What follows belongs to an exercise in optimizing a design on an open flow for small area, a short achievable clock period and few clock cycles per item; a production flow would make more cautious choices.
Only simulation tests tie the RTL to the original design; equivalence was not proved.
Power is estimated from default activity; no workload was simulated.

==> inputs of job 6259 <==
==> flow/design.v (excerpt) <==
module digraph_letter_sentence_histogram (
    input  logic        aclk,
    input  logic        aresetn,
    input  logic        s_valid,
    output logic        s_ready,
    input  logic        s_func,
    input  logic [15:0] s_char_code,
    output logic        m_valid,
    input  logic        m_ready,
    output logic [5:0]  m_letter_index,
    output logic [15:0] m_letter_count,
    output logic [15:0] m_sentence_length,
    output logic        m_last
);
clock: 6.0 ns
lec_check: 0
abc_clock_period_in_ps: 2700
cap_margin: 20
core_margin: 2
core_utilization: 40
setup_slack_margin: 3.3
slew_margin: 20
run.sh (not shown) runs the stock make flow with config.mk's settings and CLKGATE_MAP_FILE= SYNTH_SCRIPT=/design/flow/synth_recipe.tcl, a recipe that flattens the netlist after the stock synthesis.
==> job 5582: changes against job 6259 <==
--- a/flow/design.v
+++ b/flow/design.v
@@ -160,15 +160,14 @@
         endcase
     endfunction
     logic        r0_v, sk_v, s_rdy;
     req_t        r0, sk;
     logic        pend_v;
     logic [3:0]  pend_l;
     logic [3:0]  pend_t;
-    logic [8:0]  pend_oh;    
     logic        prev_dot, prev_q;
     logic        lenz;
     logic [15:0] len;
     logic        win, win2, silent, fresh;
     logic [35:0] opv;         
     logic [5:0]  e;
     logic        eA;
@@ -191,51 +190,47 @@
     assign emit_now = opv[35] && !fresh && (eA ? !opA_v : !opB_v) && (silent || !q_v);
     assign push     = emit_now && !silent;
     assign pop      = m_v && m_ready;
     assign drained  = win && !opv[35] && !m_v && !q_v;
     logic [17:0] oldA_v, oldB_v, xA_v, xB_v;
     always_comb begin
         for (int j = 0; j < 18; j++) begin
-            oldA_v[j] = win2 || opv[glob_a(j)];
-            oldB_v[j] = win2 || opv[glob_b(j)];
+            oldA_v[j] = win2 || (emit_now ? opv[glob_a(j) - 6'd1] : opv[glob_a(j)]);
+            xA_v[j]   = (win2 && opv[glob_a(j)])
+                     || ((win2 || opv[glob_a(j)]) && fullA[j]);
+            if (glob_b(j) == 6'd0)
+                oldB_v[j] = win2 || (!emit_now && opv[0]);
+            else
+                oldB_v[j] = win2 || (emit_now ? opv[glob_b(j) - 6'd1] : opv[glob_b(j)]);
+            xB_v[j]   = (win2 && opv[glob_b(j)])
+                     || ((win2 || opv[glob_b(j)]) && fullB[j]);
         end
     end
-    logic       pm, is_end, is_skip, grow, close, doB, setp;
+    logic       pm, cont, chr, is_end, is_skip, grow, close, doB, setp;
     logic [4:0] aloc;
-    logic [17:0] selA, selB;
     logic       oldA, oldB, stall, fire1;
+    assign cont    = !pm;
     assign is_end  = (r0.cd && !prev_dot) || (r0.cq && !prev_q);
     assign is_skip = r0.cctl || (r0.cs && lenz) || (r0.cd && prev_dot);
     assign grow    = !r0.f && !is_skip && !r0.cnul;
     assign close   = r0.f ? !lenz : is_end;
-    assign doB     = !pm && r0.isb;
-    assign setp    = !pm && r0.isl;
+    assign doB     = cont && r0.isb;
+    assign setp    = cont && r0.isl;
     assign aloc    = {pend_l, pm};
-    always_comb begin
-        pend_l = 4'd0;
-        pend_t = 4'd0;
-        for (int l = 0; l < 9; l++) begin
-            if (pend_oh[l]) begin
-                pend_l = pend_l | 4'(l);
-                pend_t = pend_t | tail_of(4'(l));
-            end
-        end
-    end
-    always_comb begin
-        for (int j = 0; j < 18; j++) begin
-            selA[j] = pend_v && pend_oh[j / 2] && ((j % 2 == 1) ? pm : !pm);
-            selB[j] = doB && (r0.bl == 5'(j));
-        end
-    end
-    assign oldA  = |(selA & oldA_v);
-    assign oldB  = |(selB & oldB_v);
-    logic stall_r;
-    assign stall = stall_r;
+    assign oldA    = oldA_v[aloc];
+    assign oldB    = oldB_v[r0.bl];
+    logic xa_s, xa_d;
+    assign xa_s  = xA_v[{pend_l, 1'b0}];
+    assign xa_d  = xA_v[{pend_l, 1'b1}];
+    assign stall = (close && win2)
+                || (pend_v && (pm ? xa_d : xa_s))
+                || (doB && xB_v[r0.bl]);
     assign fire1 = r0_v && !stall;
-    req_t din;
+    req_t din, nxt;
+    assign nxt = sk_v ? sk : din;
     assign din     = decode(s_func, s_char_code);
     assign s_ready = s_rdy;
     always_ff @(posedge aclk) begin
         if (!aresetn) begin
             r0_v  <= 1'b0;
             sk_v  <= 1'b0;
             s_rdy <= 1'b1;
@@ -244,41 +239,30 @@
             sk_v  <= 1'b0;
             s_rdy <= 1'b1;
         end else if (s_valid && !sk_v) begin
             sk_v  <= 1'b1;
             s_rdy <= 1'b0;
         end
     end
-    req_t nxt;
-    assign nxt = sk_v ? sk : din;
     always_ff @(posedge aclk) begin
         if (!r0_v || fire1) r0 <= nxt;
         if (!sk_v) sk <= din;
     end
-    logic       pend_v_n, pm_n, lenz_n, prev_dot_n, prev_q_n;
-    logic [8:0] pend_oh_n;
-    assign pend_v_n   = fire1 ? setp : pend_v;
-    assign pend_oh_n  = (fire1 && setp) ? (9'(1) << r0.ll) : pend_oh;
-    assign pm_n       = fire1 ? (setp && ((tail_of(r0.ll) & nxt.tl) != 4'b0000))
-                      : (!r0_v ? (pend_v && ((pend_t & nxt.tl) != 4'b0000)) : pm);
-    assign lenz_n     = fire1 ? (close || (!grow && lenz)) : lenz;
-    assign prev_dot_n = (fire1 && (is_end || is_skip)) ? r0.cd
-                      : ((fire1 && (r0.isb || r0.isl)) ? 1'b0 : prev_dot);
-    assign prev_q_n   = (fire1 && (is_end || is_skip)) ? r0.cq
-                      : ((fire1 && (r0.isb || r0.isl)) ? 1'b0 : prev_q);
     always_ff @(posedge aclk) begin
         if (!aresetn) begin
             pm <= 1'b0;
-        end else begin
-            pm <= pm_n;
+        end else if (fire1) begin
+            pm <= setp && ((tail_of(r0.ll) & nxt.tl) != 4'b0000);
+        end else if (!r0_v) begin
+            pm <= pend_v && ((pend_t & nxt.tl) != 4'b0000);
         end
     end
     logic [15:0] len_inc, len_fin;
     assign len_inc = sat_inc(len);
-    assign len_fin = r0.f ? len : len_inc;
+    assign len_fin = grow ? len_inc : len;
     always_ff @(posedge aclk) begin
         if (!aresetn) begin
             pend_v   <= 1'b0;
             prev_dot <= 1'b0;
             prev_q   <= 1'b0;
             lenz     <= 1'b1;
             len      <= 16'd0;
@@ -288,15 +272,15 @@
             opA_v <= fire1 && pend_v && !oldA;
             opB_v <= fire1 && doB && !oldB;
             if (fire1) begin
                 pend_v <= setp;
                 if (is_end || is_skip) begin
                     prev_dot <= r0.cd;
                     prev_q   <= r0.cq;
-                end else if (r0.isb || r0.isl) begin
+                end else if (cont && (r0.isb || r0.isl)) begin
                     prev_dot <= 1'b0;
                     prev_q   <= 1'b0;
                 end
                 if (close) begin
                     len  <= 16'd0;
                     lenz <= 1'b1;
                 end else if (grow) begin
@@ -304,15 +288,16 @@
                     lenz <= 1'b0;
                 end
             end
         end
     end
     always_ff @(posedge aclk) begin
         if (fire1 && setp) begin
-            pend_oh <= 9'(1) << r0.ll;
+            pend_l <= r0.ll;
+            pend_t <= tail_of(r0.ll);
         end
         if (r0_v && close && !win2) emit_len2 <= len_fin;
         if (drained && win2) begin
             emit_len <= emit_len2;
         end else if (r0_v && close && (!win || drained)) begin
             emit_len <= len_fin;
         end
@@ -320,20 +305,14 @@
     logic [5:0] gm_next;
     logic       eA_n;
     logic [4:0] eloc_n;
     logic       open_now;
     assign gm_next  = gmap(emit_now ? e + 6'd1 : 6'd0);
     assign open_now = drained ? (win2 || (r0_v && close)) : (!win && r0_v && close);
     assign {eA_n, eloc_n} = (emit_now || open_now) ? gm_next : {eA, eloc};
-    logic [35:0] opv_n;
-    logic        win2_nf, win2_ns;
-    logic [17:0] xnA, xnB;
-    assign opv_n   = emit_now ? {opv[34:0], 1'b0} : (open_now ? '1 : opv);
-    assign win2_ns = (drained && open_now) ? 1'b0 : win2;
-    assign win2_nf = (drained && open_now) ? 1'b0 : (win2 || (r0_v && close && win));
     always_ff @(posedge aclk) begin
         if (!aresetn) begin
             win    <= 1'b1;
             win2   <= 1'b0;
             silent <= 1'b1;
             fresh  <= 1'b0;
             opv    <= '1;
@@ -368,85 +347,36 @@
         end
     end
     for (genvar j = 0; j < 18; j++) begin : g_d
         localparam int WA = dw_of(glob_a(j));
         localparam int WB = dw_of(glob_b(j));
         logic [WA-1:0] ra;
         logic [WB-1:0] rb;
-        logic          clra, clrb, prea, preb, nfa, nfb;
-        logic          fa_f, fa_s, fb_f, fb_s;
-        logic          oa, ob;
-        assign clra = emit_now && eA && (eloc == 5'(j));
-        assign clrb = emit_now && !eA && (eloc == 5'(j));
-        assign prea = selA[j] && oldA_v[j];
-        assign preb = selB[j] && oldB_v[j];
-        assign nfa  = (WA == 2) ? (ra[1] && ra[0]) : (ra[WA-1] && ra[WA-2] && !ra[0]);
-        assign nfb  = (WB == 2) ? (rb[1] && rb[0]) : (rb[WB-1] && rb[WB-2] && !rb[0]);
-        assign fa_s = !clra && fullA[j];
-        assign fa_f = !clra && (prea ? nfa : fullA[j]);
-        assign fb_s = !clrb && fullB[j];
-        assign fb_f = !clrb && (preb ? nfb : fullB[j]);
-        assign oa   = opv_n[glob_a(j)];
-        assign ob   = opv_n[glob_b(j)];
-        assign xnA[j] = fire1 ? (win2_nf ? (oa || fa_f) : (oa && fa_f))
-                              : (win2_ns ? (oa || fa_s) : (oa && fa_s));
-        assign xnB[j] = fire1 ? (win2_nf ? (ob || fb_f) : (ob && fb_f))
-                              : (win2_ns ? (ob || fb_s) : (ob && fb_s));
-        always_ff @(posedge aclk) begin
-            if (!aresetn) begin
-                xA_v[j] <= 1'b0;
-                xB_v[j] <= 1'b0;
-            end else begin
-                xA_v[j] <= xnA[j];
-                xB_v[j] <= xnB[j];
-            end
-        end
         always_ff @(posedge aclk) begin
             if (!aresetn) begin
                 ra <= '0;
                 rb <= '0;
             end else begin
-                if (clra)
+                if (emit_now && eA && (eloc == 5'(j)))
                     ra <= '0;
-                else if (fire1 && prea)
+                else if (fire1 && pend_v && oldA && (aloc == 5'(j)))
                     ra <= {ra[WA-2:0], !ra[WA-1]};
-                if (clrb)
+                if (emit_now && !eA && (eloc == 5'(j)))
                     rb <= '0;
-                else if (fire1 && preb)
+                else if (fire1 && doB && oldB && (r0.bl == 5'(j)))
                     rb <= {rb[WB-2:0], !rb[WB-1]};
             end
         end
-        assign dA[j]    = johnson_val(DW'(ra), WA);
-        assign dB[j]    = johnson_val(DW'(rb), WB);
+        assign dA[j]    = DW'(ra);
+        assign dB[j]    = DW'(rb);
         assign fullA[j] = ra[WA-1] && !ra[WA-2];
         assign fullB[j] = rb[WB-1] && !rb[WB-2];
     end
-    req_t        nr;
-    logic [17:0] selA_n, selB_n;
-    logic        close_n, stall_n;
-    assign nr = (r0_v && !fire1) ? r0 : nxt;
-    always_comb begin
-        for (int j = 0; j < 18; j++) begin
-            selA_n[j] = pend_v_n && pend_oh_n[j / 2] && ((j % 2 == 1) ? pm_n : !pm_n);
-            selB_n[j] = !pm_n && nr.isb && (nr.bl == 5'(j));
-        end
-    end
-    assign close_n = nr.f ? !lenz_n : ((nr.cd && !prev_dot_n) || (nr.cq && !prev_q_n));
-    assign stall_n = (close_n && (fire1 ? win2_nf : win2_ns))
-                  || |(selA_n & xnA) || |(selB_n & xnB);
-    always_ff @(posedge aclk) begin
-        if (!aresetn) stall_r <= 1'b0;
-        else          stall_r <= stall_n;
-    end
     logic [4:0]  aA, aB;
     logic [15:0] raA, raB, frA, frB, wdA, wdB;
-    logic [DW-1:0] dv0;
-    logic          inc_e;
-    assign dv0   = eA ? dA[eloc] : dB[eloc];
-    assign inc_e = fire1 && (eA ? selA[eloc] : selB[eloc]);
     always_ff @(posedge aclk) begin
         if (!aresetn) begin
             aA <= 5'd0;
             aB <= 5'd0;
         end else begin
             aA <= (fire1 && pend_v && !oldA) ? aloc : eloc_n;
             aB <= (fire1 && doB && !oldB) ? r0.bl : eloc_n;
@@ -470,15 +400,15 @@
     always_ff @(posedge aclk) begin
         wbA_i   <= aA;
         wbB_i   <= aB;
         wbA_inc <= opA_v;
         wbB_inc <= opB_v;
         rdA     <= frA;
         rdB     <= frB;
-        dv      <= inc_e ? dv0 + DW'(1) : dv0;
+        dv      <= johnson_val(eA ? dA[eloc] : dB[eloc], dw_of(e));
         for (int j = 0; j < 18; j++) begin
             if (wbA_v && (wbA_i == 5'(j))) cA[j] <= wdA;
             if (wbB_v && (wbB_i == 5'(j))) cB[j] <= wdB;
         end
     end
     always_ff @(posedge aclk) begin
         if (!aresetn) begin
==> job 7374: changes against job 6259 <==
--- a/flow/design.v
+++ b/flow/design.v
@@ -67,20 +67,14 @@
         case (g)
             6'd6, 6'd7, 6'd12, 6'd18, 6'd23, 6'd27, 6'd29:
                 dw_of = 3;   
             default:
                 dw_of = 2;
         endcase
     endfunction
-    function automatic logic [2:0] johnson_val(input logic [2:0] q, input int w);
-        int c;
-        c = 0;
-        for (int i = 0; i < 3; i++) if (i < w && q[i]) c++;
-        johnson_val = q[w - 1] ? 3'(2 * w - c) : 3'(c);
-    endfunction
     function automatic logic [15:0] sat_inc(input logic [15:0] x);
         sat_inc = (x == 16'hFFFF) ? x : x + 16'd1;
     endfunction
     typedef struct packed {
         logic       f;       
         logic       cd;      
         logic       cq;      
@@ -375,16 +369,16 @@
         logic          clra, clrb, prea, preb, nfa, nfb;
         logic          fa_f, fa_s, fb_f, fb_s;
         logic          oa, ob;
         assign clra = emit_now && eA && (eloc == 5'(j));
         assign clrb = emit_now && !eA && (eloc == 5'(j));
         assign prea = selA[j] && oldA_v[j];
         assign preb = selB[j] && oldB_v[j];
-        assign nfa  = (WA == 2) ? (ra[1] && ra[0]) : (ra[WA-1] && ra[WA-2] && !ra[0]);
-        assign nfb  = (WB == 2) ? (rb[1] && rb[0]) : (rb[WB-1] && rb[WB-2] && !rb[0]);
+        assign nfa  = (&ra[WA-1:1]) && !ra[0];
+        assign nfb  = (&rb[WB-1:1]) && !rb[0];
         assign fa_s = !clra && fullA[j];
         assign fa_f = !clra && (prea ? nfa : fullA[j]);
         assign fb_s = !clrb && fullB[j];
         assign fb_f = !clrb && (preb ? nfb : fullB[j]);
         assign oa   = opv_n[glob_a(j)];
         assign ob   = opv_n[glob_b(j)];
         assign xnA[j] = fire1 ? (win2_nf ? (oa || fa_f) : (oa && fa_f))
@@ -404,25 +398,25 @@
             if (!aresetn) begin
                 ra <= '0;
                 rb <= '0;
             end else begin
                 if (clra)
                     ra <= '0;
                 else if (fire1 && prea)
-                    ra <= {ra[WA-2:0], !ra[WA-1]};
+                    ra <= ra + WA'(1);
                 if (clrb)
                     rb <= '0;
                 else if (fire1 && preb)
-                    rb <= {rb[WB-2:0], !rb[WB-1]};
+                    rb <= rb + WB'(1);
             end
         end
-        assign dA[j]    = johnson_val(DW'(ra), WA);
-        assign dB[j]    = johnson_val(DW'(rb), WB);
-        assign fullA[j] = ra[WA-1] && !ra[WA-2];
-        assign fullB[j] = rb[WB-1] && !rb[WB-2];
+        assign dA[j]    = DW'(ra);
+        assign dB[j]    = DW'(rb);
+        assign fullA[j] = &ra;
+        assign fullB[j] = &rb;
     end
     req_t        nr;
     logic [17:0] selA_n, selB_n;
     logic        close_n, stall_n;
     assign nr = (r0_v && !fire1) ? r0 : nxt;
     always_comb begin
         for (int j = 0; j < 18; j++) begin
Settings changed: CORE_UTILIZATION 40 to 55, CTS_BUF_LIST set to sky130_fd_sc_hd__clkbuf_8.
==> comparison table <==
Worst-Margin Slew: job 5582 1070 ps; job 6259 1060 ps; job 7374 1060 ps
Power dissipated in sequential cells: job 5582 7.15 mW; job 6259 7.21 mW; job 7374 7.09 mW
Critical path endpoint: job 5582 dv[1]; job 6259 stall_r; job 7374 stall_r
Worst r2r dst: job 5582 dv[1]; job 6259 stall_r; job 7374 stall_r
Met3 track utilization from global routing: job 5582 3.59%; job 6259 3.70%; job 7374 6.80%
Data arrival at the endpoint of the critical path: job 5582 3580 ps; job 6259 3920 ps; job 7374 4080 ps
Outcome: job 5582 complete, no violations; job 6259 complete, no violations; job 7374 complete, no violations
#FFs+latches synth: job 5582 911; job 6259 913; job 7374 913
Proportion of cell area spent on the clock network: job 5582 6.78%; job 6259 5.94%; job 7374 5.76%
Number of global-route vias before repair: job 5582 27.7k; job 6259 30.7k; job 7374 31.8k
Pwr/cell area: job 5582 307 nW/um^2; job 6259 290 nW/um^2; job 7374 279 nW/um^2
Data buffer area share: job 5582 7.38%; job 6259 6.27%; job 7374 6.53%
Area share of the largest cell type after synthesis: job 5582 50.4%; job 6259 46.1%; job 7374 47.6%
Initial antenna violation count: job 5582 1; job 6259 2; job 7374 1
Post-synthesis xor/xnor area fraction: job 5582 1.20%; job 6259 1.32%; job 7374 1.92%
Relative slew margins: job 5582 28.0%; job 6259 28.7%; job 7374 29.6%
Final design instance area without fill: job 5582 48400 um^2; job 6259 51200 um^2; job 7374 49300 um^2
Multiplexer area fraction after synthesis: job 5582 3.17%; job 6259 3.88%; job 7374 3.17%
Total number of placement rows: job 5582 114; job 6259 119; job 7374 100
Clock latency (worst-skew pair): job 5582 680 ps; job 6259 700 ps; job 7374 840 ps
Reg2Reg Setup Slack: job 5582 2970 ps; job 6259 2630 ps; job 7374 2630 ps
Largest voltage drop on the vdd net: job 5582 0.210 mV; job 6259 0.240 mV; job 7374 0.159 mV
Wire length of the first global-routing pass: job 5582 177000 um; job 6259 198000 um; job 7374 201000 um
Nonclk buf count: job 5582 383; job 6259 372; job 7374 343
Worst-path maximum fanout: job 5582 5; job 6259 6; job 7374 17
Chip width: job 5582 315 um; job 6259 329 um; job 7374 277 um
Testbench counts of job 6259, summed over its fixed seeds: cycles 34,163, items 32,123.
Testbench counts of job 5582, summed over its fixed seeds: cycles 34,222, items 32,123.
Testbench counts of job 7374, summed over its fixed seeds: cycles 34,066, items 32,123.

## what the ideal ports hide
In the flow no input, the clock included, has a driving cell. The finished layouts below were timed again as built, in two steps. Step 1, drivers: a clkbuf_16 drives aclk and a buf_2 each remaining input, both assumed. Step 2, shift: input delay + t, output delay - t, t = (earliest + latest rising clock arrival at the registers) / 2. This alone moves slack from input paths to output paths. Three values: ideal, step 1, step 2; two values: the first two.
run | t (ns) | setup WS [ns] | hold slack, ns | worst setup path after step 2
job 6259 | 0.746 | 2.619 / 2.634 / 1.895 | 0.408 / 0.408 / 0.408 | input to register
job 5582 | 0.728 | 2.972 / 2.972 / 2.669 | 0.438 / 0.438 / 0.438 | input to register
job 7374 | 0.875 | 2.633 / 2.633 / 1.829 | 0.426 / 0.426 / 0.426 | input to register
After both steps every run listed still meets setup and hold. For job 7374, which loses most, drivers alone change the setup slack by 0.000 ns; drivers and shift together by -0.804 ns.
